From an optimization exercise on the open Yosys and OpenROAD flow, aimed at a short achievable clock period and few clock cycles; shortcuts taken in it are not production practice. In this exercise RTL edits were held to simulation tests only and were not proved equivalent to the original. No activity file was given, so power comes from the tool's default toggle rates.

$ cat design/flow/design.v
package rv32_pkg;
    typedef struct packed {
        logic [6:0] funct7;
        logic [4:0] rs2;
        logic [4:0] rs1;
        logic [2:0] funct3;
        logic [4:0] rd;
        logic [6:0] opcode;
    } r_fmt_t;
    typedef struct packed {
        logic [11:0] imm;
        logic [4:0]  rs1;
        logic [2:0]  funct3;
        logic [4:0]  rd;
        logic [6:0]  opcode;
    } i_fmt_t;
    typedef struct packed {
        logic [6:0] imm_hi;
        logic [4:0] rs2;
        logic [4:0] rs1;
        logic [2:0] funct3;
        logic [4:0] imm_lo;
        logic [6:0] opcode;
    } s_fmt_t;
    typedef union packed {
        r_fmt_t r;
        i_fmt_t i;
        s_fmt_t s;
    } instr_t;
    typedef enum logic [2:0] {
        class_alu_reg,
        class_alu_imm,
        class_load,
        class_store,
        class_illegal
    } instr_class_t;
    typedef enum logic [3:0] {
        alu_add,
        alu_sub,
        alu_sll,
        alu_slt,
        alu_sltu,
        alu_xor,
        alu_srl,
        alu_sra,
        alu_or,
        alu_and
    } alu_op_t;
    typedef enum logic [2:0] {
        st_fetch,
        st_decode,
        st_execute,
        st_alu_wb,
        st_mem_addr,
        st_mem_read,
        st_mem_wb,
        st_mem_write
    } core_state_t;
    typedef enum logic {
        src_a_pc,
        src_a_reg
    } src_a_t;
    typedef enum logic [1:0] {
        src_b_reg,
        src_b_imm,
        src_b_four
    } src_b_t;
    typedef enum logic {
        result_alu_last,
        result_mem_data
    } result_sel_t;
    typedef struct packed {
        logic        ir_write;
        logic        pc_write;
        logic        pc_plus4_write;
        logic        alu_last_write;
        logic        mem_data_write;
        logic        reg_write;
        logic        mem_wr_ena;
        logic        mem_addr_from_alu;
        logic        use_decoded_op;
        src_a_t      src_a;
        src_b_t      src_b;
        result_sel_t result_sel;
    } core_ctrl_t;
endpackage
`timescale 1ns/1ps
module alu (
    input  logic [32-1:0] a,
    input  logic [32-1:0] b,
    input  rv32_pkg::alu_op_t          op,
    output logic [32-1:0] result
);
    logic [4:0] shamt;
    assign shamt = b[4:0];
    always_comb begin
        case (op)
            rv32_pkg::alu_add:  result = a + b;
            rv32_pkg::alu_sub:  result = a - b;
            rv32_pkg::alu_sll:  result = a << shamt;
            rv32_pkg::alu_slt: begin
                result = {{(32-1){1'b0}}, ($signed(a) < $signed(b))};
            end
            rv32_pkg::alu_sltu: begin
                result = {{(32-1){1'b0}}, (a < b)};
            end
            rv32_pkg::alu_xor:  result = a ^ b;
            rv32_pkg::alu_srl:  result = a >> shamt;
            rv32_pkg::alu_sra:  result = $signed(a) >>> shamt;
            rv32_pkg::alu_or:   result = a | b;
            rv32_pkg::alu_and:  result = a & b;
            default:  result = '0;
        endcase
    end
endmodule
`timescale 1ns/1ps
module register_file (
    input  logic             clk,
    input  logic             rst,
    input  logic             wr_ena,
    input  logic [4:0]       wr_addr,
    input  logic [32-1:0] wr_data,
    input  logic [4:0]       rd_addr0,
    input  logic [4:0]       rd_addr1,
    output logic [32-1:0] rd_data0,
    output logic [32-1:0] rd_data1
);
    logic [32-1:0] regs [32];
    always_ff @(posedge clk) begin
        if (rst) begin
            for (int i = 0; i < 32; i++) begin
                regs[i] <= '0;
            end
        end else if (wr_ena && wr_addr != 5'd0) begin
            regs[wr_addr] <= wr_data;
        end
    end
    assign rd_data0 = (rd_addr0 == 5'd0) ? '0 : regs[rd_addr0];
    assign rd_data1 = (rd_addr1 == 5'd0) ? '0 : regs[rd_addr1];
endmodule
`timescale 1ns/1ps
module instr_decoder (
    input  rv32_pkg::instr_t             instr,
    output rv32_pkg::instr_class_t       instr_class,
    output logic [4:0]         rs1,
    output logic [4:0]         rs2,
    output logic [4:0]         rd,
    output logic [32-1:0]   imm,
    output rv32_pkg::alu_op_t            alu_op
);
    assign rs1 = instr.r.rs1;
    assign rs2 = instr.r.rs2;
    assign rd  = instr.r.rd;
    always_comb begin
        case (instr.r.opcode)
            7'b0110011: instr_class = rv32_pkg::class_alu_reg;
            7'b0010011: instr_class = rv32_pkg::class_alu_imm;
            7'b0000011:    instr_class = rv32_pkg::class_load;
            7'b0100011:   instr_class = rv32_pkg::class_store;
            default:      instr_class = rv32_pkg::class_illegal;
        endcase
    end
    always_comb begin
        if (instr_class == rv32_pkg::class_store) begin
            imm = {{(32-12){instr.s.imm_hi[6]}}, instr.s.imm_hi, instr.s.imm_lo};
        end else begin
            imm = {{(32-12){instr.i.imm[11]}}, instr.i.imm};
        end
    end
    always_comb begin
        case (instr.r.funct3)
            3'b000: begin
                if (instr_class == rv32_pkg::class_alu_reg && instr.r.funct7[5]) begin
                    alu_op = rv32_pkg::alu_sub;
                end else begin
                    alu_op = rv32_pkg::alu_add;
                end
            end
            3'b001: alu_op = rv32_pkg::alu_sll;
            3'b010: alu_op = rv32_pkg::alu_slt;
            3'b011: alu_op = rv32_pkg::alu_sltu;
            3'b100: alu_op = rv32_pkg::alu_xor;
            3'b101: begin
                if (instr.r.funct7[5]) begin
                    alu_op = rv32_pkg::alu_sra;
                end else begin
                    alu_op = rv32_pkg::alu_srl;
                end
            end
            3'b110: alu_op = rv32_pkg::alu_or;
            default: alu_op = rv32_pkg::alu_and;
        endcase
    end
endmodule
`timescale 1ns/1ps
module core_control (
    input  logic         clk,
    input  logic         rst,
    input  rv32_pkg::instr_class_t instr_class,
    output rv32_pkg::core_ctrl_t   ctrl,
    output logic         instruction_done,
    output logic [31:0]  instructions_completed
);
    rv32_pkg::core_state_t state;
    rv32_pkg::core_state_t state_next;
    always_ff @(posedge clk) begin
        if (rst) begin
            state <= rv32_pkg::st_fetch;
        end else begin
            state <= state_next;
        end
    end
    always_comb begin
        state_next = state;
        case (state)
            rv32_pkg::st_fetch: state_next = rv32_pkg::st_decode;
            rv32_pkg::st_decode: begin
                case (instr_class)
                    rv32_pkg::class_alu_reg, rv32_pkg::class_alu_imm: state_next = rv32_pkg::st_execute;
                    rv32_pkg::class_load, rv32_pkg::class_store:      state_next = rv32_pkg::st_mem_addr;
                    default:                      state_next = rv32_pkg::st_decode;
                endcase
            end
            rv32_pkg::st_execute: state_next = rv32_pkg::st_alu_wb;
            rv32_pkg::st_alu_wb:  state_next = rv32_pkg::st_fetch;
            rv32_pkg::st_mem_addr: begin
                if (instr_class == rv32_pkg::class_store) begin
                    state_next = rv32_pkg::st_mem_write;
                end else begin
                    state_next = rv32_pkg::st_mem_read;
                end
            end
            rv32_pkg::st_mem_read:  state_next = rv32_pkg::st_mem_wb;
            rv32_pkg::st_mem_wb:    state_next = rv32_pkg::st_fetch;
            rv32_pkg::st_mem_write: state_next = rv32_pkg::st_fetch;
            default:      state_next = rv32_pkg::st_fetch;
        endcase
    end
    always_comb begin
        ctrl = '0;
        ctrl.src_a = rv32_pkg::src_a_pc;
        ctrl.src_b = rv32_pkg::src_b_reg;
        ctrl.result_sel = rv32_pkg::result_alu_last;
        case (state)
            rv32_pkg::st_fetch: begin
                ctrl.ir_write = 1'b1;
                ctrl.pc_plus4_write = 1'b1;
                ctrl.src_a = rv32_pkg::src_a_pc;
                ctrl.src_b = rv32_pkg::src_b_four;
            end
            rv32_pkg::st_execute: begin
                ctrl.alu_last_write = 1'b1;
                ctrl.use_decoded_op = 1'b1;
                ctrl.src_a = rv32_pkg::src_a_reg;
                if (instr_class == rv32_pkg::class_alu_imm) begin
                    ctrl.src_b = rv32_pkg::src_b_imm;
                end
            end
            rv32_pkg::st_alu_wb: begin
                ctrl.reg_write = 1'b1;
                ctrl.pc_write = 1'b1;
            end
            rv32_pkg::st_mem_addr: begin
                ctrl.alu_last_write = 1'b1;
                ctrl.src_a = rv32_pkg::src_a_reg;
                ctrl.src_b = rv32_pkg::src_b_imm;
            end
            rv32_pkg::st_mem_read: begin
                ctrl.mem_addr_from_alu = 1'b1;
                ctrl.mem_data_write = 1'b1;
            end
            rv32_pkg::st_mem_wb: begin
                ctrl.reg_write = 1'b1;
                ctrl.pc_write = 1'b1;
                ctrl.result_sel = rv32_pkg::result_mem_data;
            end
            rv32_pkg::st_mem_write: begin
                ctrl.mem_addr_from_alu = 1'b1;
                ctrl.mem_wr_ena = 1'b1;
                ctrl.pc_write = 1'b1;
            end
            default: begin
            end
        endcase
    end
    assign instruction_done = ctrl.pc_write;
    always_ff @(posedge clk) begin
        if (rst) begin
            instructions_completed <= '0;
        end else if (instruction_done) begin
            instructions_completed <= instructions_completed + 32'd1;
        end
    end
endmodule
`timescale 1ns/1ps
module rv32_core (
    input  logic             clk,
    input  logic             rst,
    output logic [32-1:0] mem_addr,
    input  logic [32-1:0] mem_rd_data,
    output logic [32-1:0] mem_wr_data,
    output logic             mem_wr_ena,
    output logic [32-1:0] pc,
    output logic             instruction_done,
    output logic [31:0]      instructions_completed
);
    rv32_pkg::core_ctrl_t       ctrl;
    rv32_pkg::instr_t           ir;
    rv32_pkg::instr_class_t     instr_class;
    rv32_pkg::alu_op_t          decoded_op;
    rv32_pkg::alu_op_t          alu_op;
    logic [4:0]       rs1;
    logic [4:0]       rs2;
    logic [4:0]       rd;
    logic [32-1:0] imm;
    logic [32-1:0] pc_plus4;
    logic [32-1:0] reg_a;
    logic [32-1:0] reg_b;
    logic [32-1:0] alu_last;
    logic [32-1:0] mem_data;
    logic [32-1:0] rf_data0;
    logic [32-1:0] rf_data1;
    logic [32-1:0] src_a;
    logic [32-1:0] src_b;
    logic [32-1:0] alu_result;
    logic [32-1:0] result;
    instr_decoder u_decoder (
        .instr       (ir),
        .instr_class (instr_class),
        .rs1         (rs1),
        .rs2         (rs2),
        .rd          (rd),
        .imm         (imm),
        .alu_op      (decoded_op)
    );
    core_control u_control (
        .clk                    (clk),
        .rst                    (rst),
        .instr_class            (instr_class),
        .ctrl                   (ctrl),
        .instruction_done       (instruction_done),
        .instructions_completed (instructions_completed)
    );
    always_ff @(posedge clk) begin
        if (rst) begin
            pc <= 32'h0000_0000;
        end else if (ctrl.pc_write) begin
            pc <= pc_plus4;
        end
    end
    always_ff @(posedge clk) begin
        if (ctrl.pc_plus4_write) begin
            pc_plus4 <= alu_result;
        end
        if (ctrl.ir_write) begin
            ir <= mem_rd_data;
        end
        if (ctrl.alu_last_write) begin
            alu_last <= alu_result;
        end
        if (ctrl.mem_data_write) begin
            mem_data <= mem_rd_data;
        end
        reg_a <= rf_data0;
        reg_b <= rf_data1;
    end
    register_file u_regfile (
        .clk      (clk),
        .rst      (rst),
        .wr_ena   (ctrl.reg_write),
        .wr_addr  (rd),
        .wr_data  (result),
        .rd_addr0 (rs1),
        .rd_addr1 (rs2),
        .rd_data0 (rf_data0),
        .rd_data1 (rf_data1)
    );
    assign src_a = (ctrl.src_a == rv32_pkg::src_a_reg) ? reg_a : pc;
    always_comb begin
        case (ctrl.src_b)
            rv32_pkg::src_b_reg: src_b = reg_b;
            rv32_pkg::src_b_imm: src_b = imm;
            default:   src_b = 32'd4;
        endcase
    end
    assign alu_op = ctrl.use_decoded_op ? decoded_op : rv32_pkg::alu_add;
    alu u_alu (
        .a      (src_a),
        .b      (src_b),
        .op     (alu_op),
        .result (alu_result)
    );
    assign result = (ctrl.result_sel == rv32_pkg::result_mem_data) ? mem_data : alu_last;
    assign mem_addr    = ctrl.mem_addr_from_alu ? alu_last : pc;
    assign mem_wr_data = reg_b;
    assign mem_wr_ena  = ctrl.mem_wr_ena;
endmodule
$ cat design/flow/run.sh
#!/bin/bash
# synth_recipe.tcl (not shown) runs the flow's synth.tcl, then flattens the netlist and writes it again
# the make line also repeats each setting of config.mk as NAME=value (left out here)
make -C /OpenROAD-flow-scripts/flow DESIGN_CONFIG=/design/flow/config.mk WORK_HOME=/design/flow/orfs CLKGATE_MAP_FILE= SYNTH_SCRIPT=/design/flow/synth_recipe.tcl finish
$ cat design/flow/config.mk
export PLATFORM = sky130hd
export DESIGN_NAME = rv32_core
export DESIGN_NICKNAME = rv32_core
export VERILOG_FILES = /design/flow/design.v
export SDC_FILE = /design/flow/constraint.sdc
export NUM_CORES = 4
export LEC_CHECK = 0
export CAP_MARGIN = 20
export CORE_MARGIN = 2
export CORE_UTILIZATION = 40
export SLEW_MARGIN = 20
$ cat design/flow/constraint.sdc
create_clock -name core_clock -period 8.0 [get_ports {clk}]
set_input_delay 1.6000 -clock core_clock [delete_from_list [all_inputs] [get_ports {clk}]]
set_output_delay 1.6000 -clock core_clock [all_outputs]
set_load 0.01 [all_outputs]
==> metrics.log <==
[metrics] overall die area: 179,000 um^2
[metrics] slew margin rel.: a little over a fifth
[metrics] violation count after the first detailed-routing iteration: slightly above 7,000
[metrics] Remaining DRCs: 0
[metrics] unrepaired setup endpoints after global routing: false
[metrics] CTS tree: done
[metrics] crit path max fanout: 56
[metrics] Total Routed Length: between 200 and 300 mm
[metrics] clock period minus final worst setup slack: 6.33 ns
[metrics] Final setup violation count: 0
[metrics] YS warnings: 5
[metrics] portion of the post-synthesis area used by sequential elements: 53.0%
[metrics] fraction of synthesis flops using an asynchronous set or reset pin: 0%
[metrics] area occupied by multi-input gates: approximately 31,000 um^2
[metrics] post-synthesis cell count: about 5,500
[metrics] Final Hold Viols: 0
[metrics] worst reg2reg setup slack: between 1.5 and 2 ns
[metrics] maxcap violations: 0
[metrics] vias after detailed routing: between 50,000 and 60,000
[metrics] type of destination of the critical path: flip-flop
[metrics] sink count of the clock tree: 1,283
[metrics] total standard cell area after synthesis: approximately 70,000 um^2
[metrics] synthesized-area fraction occupied by ao, oa, aoi and oai cells: 8.08%
[metrics] Final Wtd Congestion: ~1.0
[metrics] clock slew at reported path FFs: ~0.06 ns
[metrics] most instantiated flip-flop cell in the synthesis netlist: sky130_fd_sc_hd__edfxtp_1
[metrics] worst hold start: pc_plus4[29]
[metrics] Sum Neg Setup Slack: 0 ns
[metrics] Lkg Pwr: approximately 28 nW
[metrics] Top Ports: between 150 and 200
[metrics] depth of the worst hold-timing path: 2
[metrics] core region area: between 150,000 and 200,000 um^2
[metrics] Congestion Overflow GR: 0
[metrics] number of resized instances in the post-cts repair step: 0
[metrics] count of unique library cells instantiated by Yosys: roughly 100
[metrics] HPWL after detailed placement: around 180 mm
[metrics] critical path class: reg2reg
[metrics] Layout fillers: around 16,000
[metrics] vias per cell: 6.50
[metrics] dpl ws: 1.72 ns
[metrics] stage delay of the slowest cell on the critical path: 0.91 ns
[metrics] dominant combinational cell family by area after synthesis: multiplexers
[metrics] wire length of the first global-routing pass: between 300 and 400 mm
[metrics] XOR/XNOR Fraction of Synth Area: less than 1%
[metrics] number of antenna violations at the first check in global routing: 4
[metrics] mux share of post-synthesis cell area: a little under a quarter
[metrics] power density normalized to cell area: about 210 nW/um^2
[metrics] cell at the slowest stage of the critical path: sky130_fd_sc_hd__nor4b_1
[metrics] Inserted Clock Buffers: 145
[metrics] GRT met1 Usage: between 30% and 40%
[metrics] GR Layer Usage met2: 49.5%
[metrics] reg2reg end: alu_last[0]
[metrics] data required time at the worst endpoint: between 8 and 9 ns
[metrics] post-synthesis average cell area: between 10 and 15 um^2
[metrics] Setup Fix Bufs, Post-CTS: 0
[metrics] launch instance of the worst register-to-register path: u_control.state[1]
[metrics] Root Buffer: sky130_fd_sc_hd__clkbuf_16
[metrics] Fin Clk Skew: 0.0240 ns
[metrics] Row Count: between 150 and 200
[metrics] die span in y: approximately 420 um
[metrics] maximum clock path buffer count: 3
[metrics] number of levels the H-tree was split into: 4
[metrics] Area Overhead vs Synth: 14.5%
[metrics] arrival time of the worst setup path: about 7.0 ns
[metrics] via count of the first global-routing pass: 50,800
[metrics] fraction of final layout cells sized beyond drive strength 1: between 20% and 30%
[metrics] Most Used Layer, Global Route: met2
[metrics] register area: 37,200 um^2
[metrics] hold buffer count at CTS: 0
[metrics] number of enable flip-flop cells after synthesis: 1,152
[metrics] Horiz. Die Dim: between 400 and 500 um
[metrics] status: no timing/DRC/antenna violations
[metrics] setup ws final: between 1.5 and 2 ns
[metrics] achievable clock frequency: ~160 MHz
[metrics] ratio of final minimum period to clock period: a little under 80%
[metrics] critical-path cell list: xnor2_1 -> nor2_4 -> buf_12 -> mux2i_1 -> inv_1 -> ha_1 -> nor3_1 -> a21boi_0 -> nor4b_1 -> or2_2 -> a31oi_1 -> a311oi_1 -> o21ai_0 -> buf_4 -> nand3_1
[metrics] post-layout total power: 17.0 mW
[metrics] slew at the pin closest to its max-slew limit: about 1.2 ns
[metrics] depth of the worst register-to-register path: 15
[metrics] Pre-antenna DRT Iters: 8
[metrics] maximum number of pins on one net before global-route repair: between 100 and 150
[metrics] type of origin of the critical path: flip-flop
[metrics] number of buffers added on ports: roughly 160
[metrics] Final Util: 46.1%
[metrics] class of the tightest hold or removal check: reg2reg
[metrics] hold path endpoint: pc[29]
[metrics] arithmetic-cell share of the synthesized area counting full adders, half adders and majority gates: under 10%
[metrics] Initial Utilization: approximately 40%
[metrics] clock network latency to the later pin of the worst-skew pair: around 0.82 ns
[metrics] Worst IR Drop VDD: 0.000154 V
[metrics] Final Net Count: 5,658
[metrics] number of register bits inferred by synthesis: roughly 1,300
[metrics] WL per Instance: about 35 um
[metrics] overall routing resource usage: between 30% and 40%
[metrics] met3 Use GR: under 10%
[metrics] post-synthesis share of cell area spent on and, or, nand and nor gates: 10.6%
[metrics] max-slew violation total from the final report: 0
[metrics] Antenna Violating Nets Remaining: 0
## sequential cells by signal (all words and copies together) (netlist names)
register and count:
reg_b 32, u_control.instructions_completed 32, pc 32, mem_data 32
alu_last 32, reg_a 32, u_control.state 3, ir 32
u_regfile.regs 1024, pc_plus4 32
## layer usage
metal  vias to the layer above  part of all wire [%]
met3                       725                   9.3
met4                         2                   6.5
met1                     26700                    37
met5                         -                0.0043
li1                      21100                     -
met2                      3212                    48
## logic make-up (layout without fill, tap and decap cells)
group | count (synthesis) | in the layout
xor gates and xnor gates | 37 | 37
muxes | 837 | 837
other | 1 | 34
DFF | 1283 | 1283
and+or+nand+nor | 1783 | 1783
adders and majority gates | 103 | 103
AOI/OAI and AO/OA | 828 | 828
buffers and inverters | 633 | 736
## worst max path at each step
stage / from / to / slack [ns]
2_1_floorplan: u_control.state[0] / ir[0] / 2.36
3_3_place_gp: u_control.state[1] / alu_last[0] / 1.82
3_5_place_dp: u_control.state[1] / alu_last[0] / 1.72
4_1_cts: u_control.state[1] / alu_last[22] / 1.73
5_1_grt: u_control.state[1] / pc_plus4[22] / 1.27
6_report: u_control.state[1] / alu_last[0] / 1.67
## synthesized netlist by cell type (40+ instances only)
master | count | area (um^2)
sky130_fd_sc_hd__mux2i_1 | 184 | 1840
sky130_fd_sc_hd__mux4_2 | 586 | 13200
sky130_fd_sc_hd__nor2_1 | 1233 | 4630
sky130_fd_sc_hd__buf_2 | 44 | 220
sky130_fd_sc_hd__inv_1 | 104 | 390
sky130_fd_sc_hd__nor3_1 | 89 | 445
sky130_fd_sc_hd__nand2_1 | 231 | 867
sky130_fd_sc_hd__o21ai_0 | 114 | 571
sky130_fd_sc_hd__buf_1 | 70 | 263
sky130_fd_sc_hd__nand2b_1 | 42 | 263
sky130_fd_sc_hd__o221ai_1 | 41 | 359
sky130_fd_sc_hd__clkbuf_1 | 407 | 1530
sky130_fd_sc_hd__nand3_1 | 40 | 200
sky130_fd_sc_hd__dfxtp_1 | 131 | 2620
sky130_fd_sc_hd__edfxtp_1 | 1152 | 34600
sky130_fd_sc_hd__a211oi_1 | 49 | 368
sky130_fd_sc_hd__a21oi_1 | 230 | 1150
sky130_fd_sc_hd__mux2_2 | 66 | 743
sky130_fd_sc_hd__ha_1 | 101 | 1260
sky130_fd_sc_hd__o22ai_1 | 48 | 300
## power by group
part	total, mW	internal [mW]	switching, mW
Sequential	7.80	7.58	0.225
Combinational	2.40	0.904	1.50
Clock	6.78	3.90	2.88
## critical path: cells and delay by family, from the launching register on
family	cells	cell delay [ns]
AND/OR/NAND/NOR	5	2.14
AO/OA/AOI/OAI	4	1.09
buffers and inverters	3	0.86
flip-flops	1	0.79
multiplexers	1	0.73
adder cells (fa/ha/maj)	1	0.27
XOR/XNOR	1	0.22
## through the flow
| stage | area (um^2) | instances | hold slack (ns) |
|---|---|---|---|
| 3_5_place_dp | 75100 | 7680 | 0.485 |
| 5_1_grt | 80400 | 7964 | 0.504 |
| 6_report | 80400 | 7966 | 0.494 |
| 2_1_floorplan | 70300 | 5536 | 0.471 |
| 4_1_cts | 79900 | 7945 | 0.491 |
| 3_3_place_gp | 74900 | 7672 | 0.477 |
## placed cells by master, fill, tap and decap left out, types with 20 or more instances in the layout
| master | instances |
|---|---|
| sky130_fd_sc_hd__a211oi_1 | 49 |
| sky130_fd_sc_hd__a21oi_1 | 229 |
| sky130_fd_sc_hd__a221oi_1 | 23 |
| sky130_fd_sc_hd__a22o_1 | 25 |
| sky130_fd_sc_hd__a22oi_1 | 21 |
| sky130_fd_sc_hd__and3_1 | 23 |
| sky130_fd_sc_hd__buf_4 | 163 |
| sky130_fd_sc_hd__clkbuf_1 | 40 |
| sky130_fd_sc_hd__clkbuf_16 | 155 |
| sky130_fd_sc_hd__clkdlybuf4s50_1 | 162 |
| sky130_fd_sc_hd__clkinv_1 | 23 |
| sky130_fd_sc_hd__conb_1 | 32 |
| sky130_fd_sc_hd__dfxtp_1 | 131 |
| sky130_fd_sc_hd__edfxtp_1 | 1152 |
| sky130_fd_sc_hd__ha_1 | 101 |
| sky130_fd_sc_hd__inv_1 | 102 |
| sky130_fd_sc_hd__mux2_2 | 66 |
| sky130_fd_sc_hd__mux2i_1 | 152 |
| sky130_fd_sc_hd__mux2i_4 | 32 |
| sky130_fd_sc_hd__mux4_2 | 586 |
| sky130_fd_sc_hd__nand2_1 | 201 |
| sky130_fd_sc_hd__nand2_2 | 28 |
| sky130_fd_sc_hd__nand2b_2 | 31 |
| sky130_fd_sc_hd__nand3_1 | 37 |
| sky130_fd_sc_hd__nand4_1 | 22 |
| sky130_fd_sc_hd__nor2_1 | 1230 |
| sky130_fd_sc_hd__nor3_1 | 85 |
| sky130_fd_sc_hd__o211ai_1 | 34 |
| sky130_fd_sc_hd__o21ai_0 | 114 |
| sky130_fd_sc_hd__o221ai_1 | 41 |
| sky130_fd_sc_hd__o22ai_1 | 48 |
| sky130_fd_sc_hd__o311ai_0 | 20 |
| sky130_fd_sc_hd__o32ai_1 | 23 |
| sky130_fd_sc_hd__xnor2_1 | 21 |
## layout make-up
| cell class | count | share of cell area (%) |
|---|---|---|
| multi-input cells | 3620 | 39.0 |
| inverters | 108 | 0.506 |
| clock buffers | 195 | 4.93 |
| clock inverters | 70 | 1.03 |
| diodes | 2 | 0.00623 |
| well taps | 2325 | 3.62 |
| repair buffers | 363 | 4.63 |
| flip-flops and latches | 1283 | 46.3 |
Testbench counts, summed over its fixed seeds: cycles 143,659.

==> separate check: timing with driven ports <==
In the flow no input, the clock included, has a driving cell. The finished layout below was timed again as built, in two steps.
Step 1 assumes that a clkbuf_16 drives the clock port and a buf_2 every other input.
Step 2 adds t to the input delays and takes it off the output delays; t is the mean of the earliest and latest rising clock arrival at the registers after step 1. Input paths then give back, and output paths get back, about the clock's delay inside the block.
a / b / c = ideal / step 1 / step 2; a / b = the first two.
t (ns): 0.895
setup WS [ns]: 1.671 / 1.671 / 1.671
worst setup path at the end: register to register
slew at the worst register clock pin (ns): 0.07 / 0.07
After both steps setup and hold are still met in this run. The setup slack of this run moves by 0.000 ns with the drivers and by 0.000 ns with both steps.
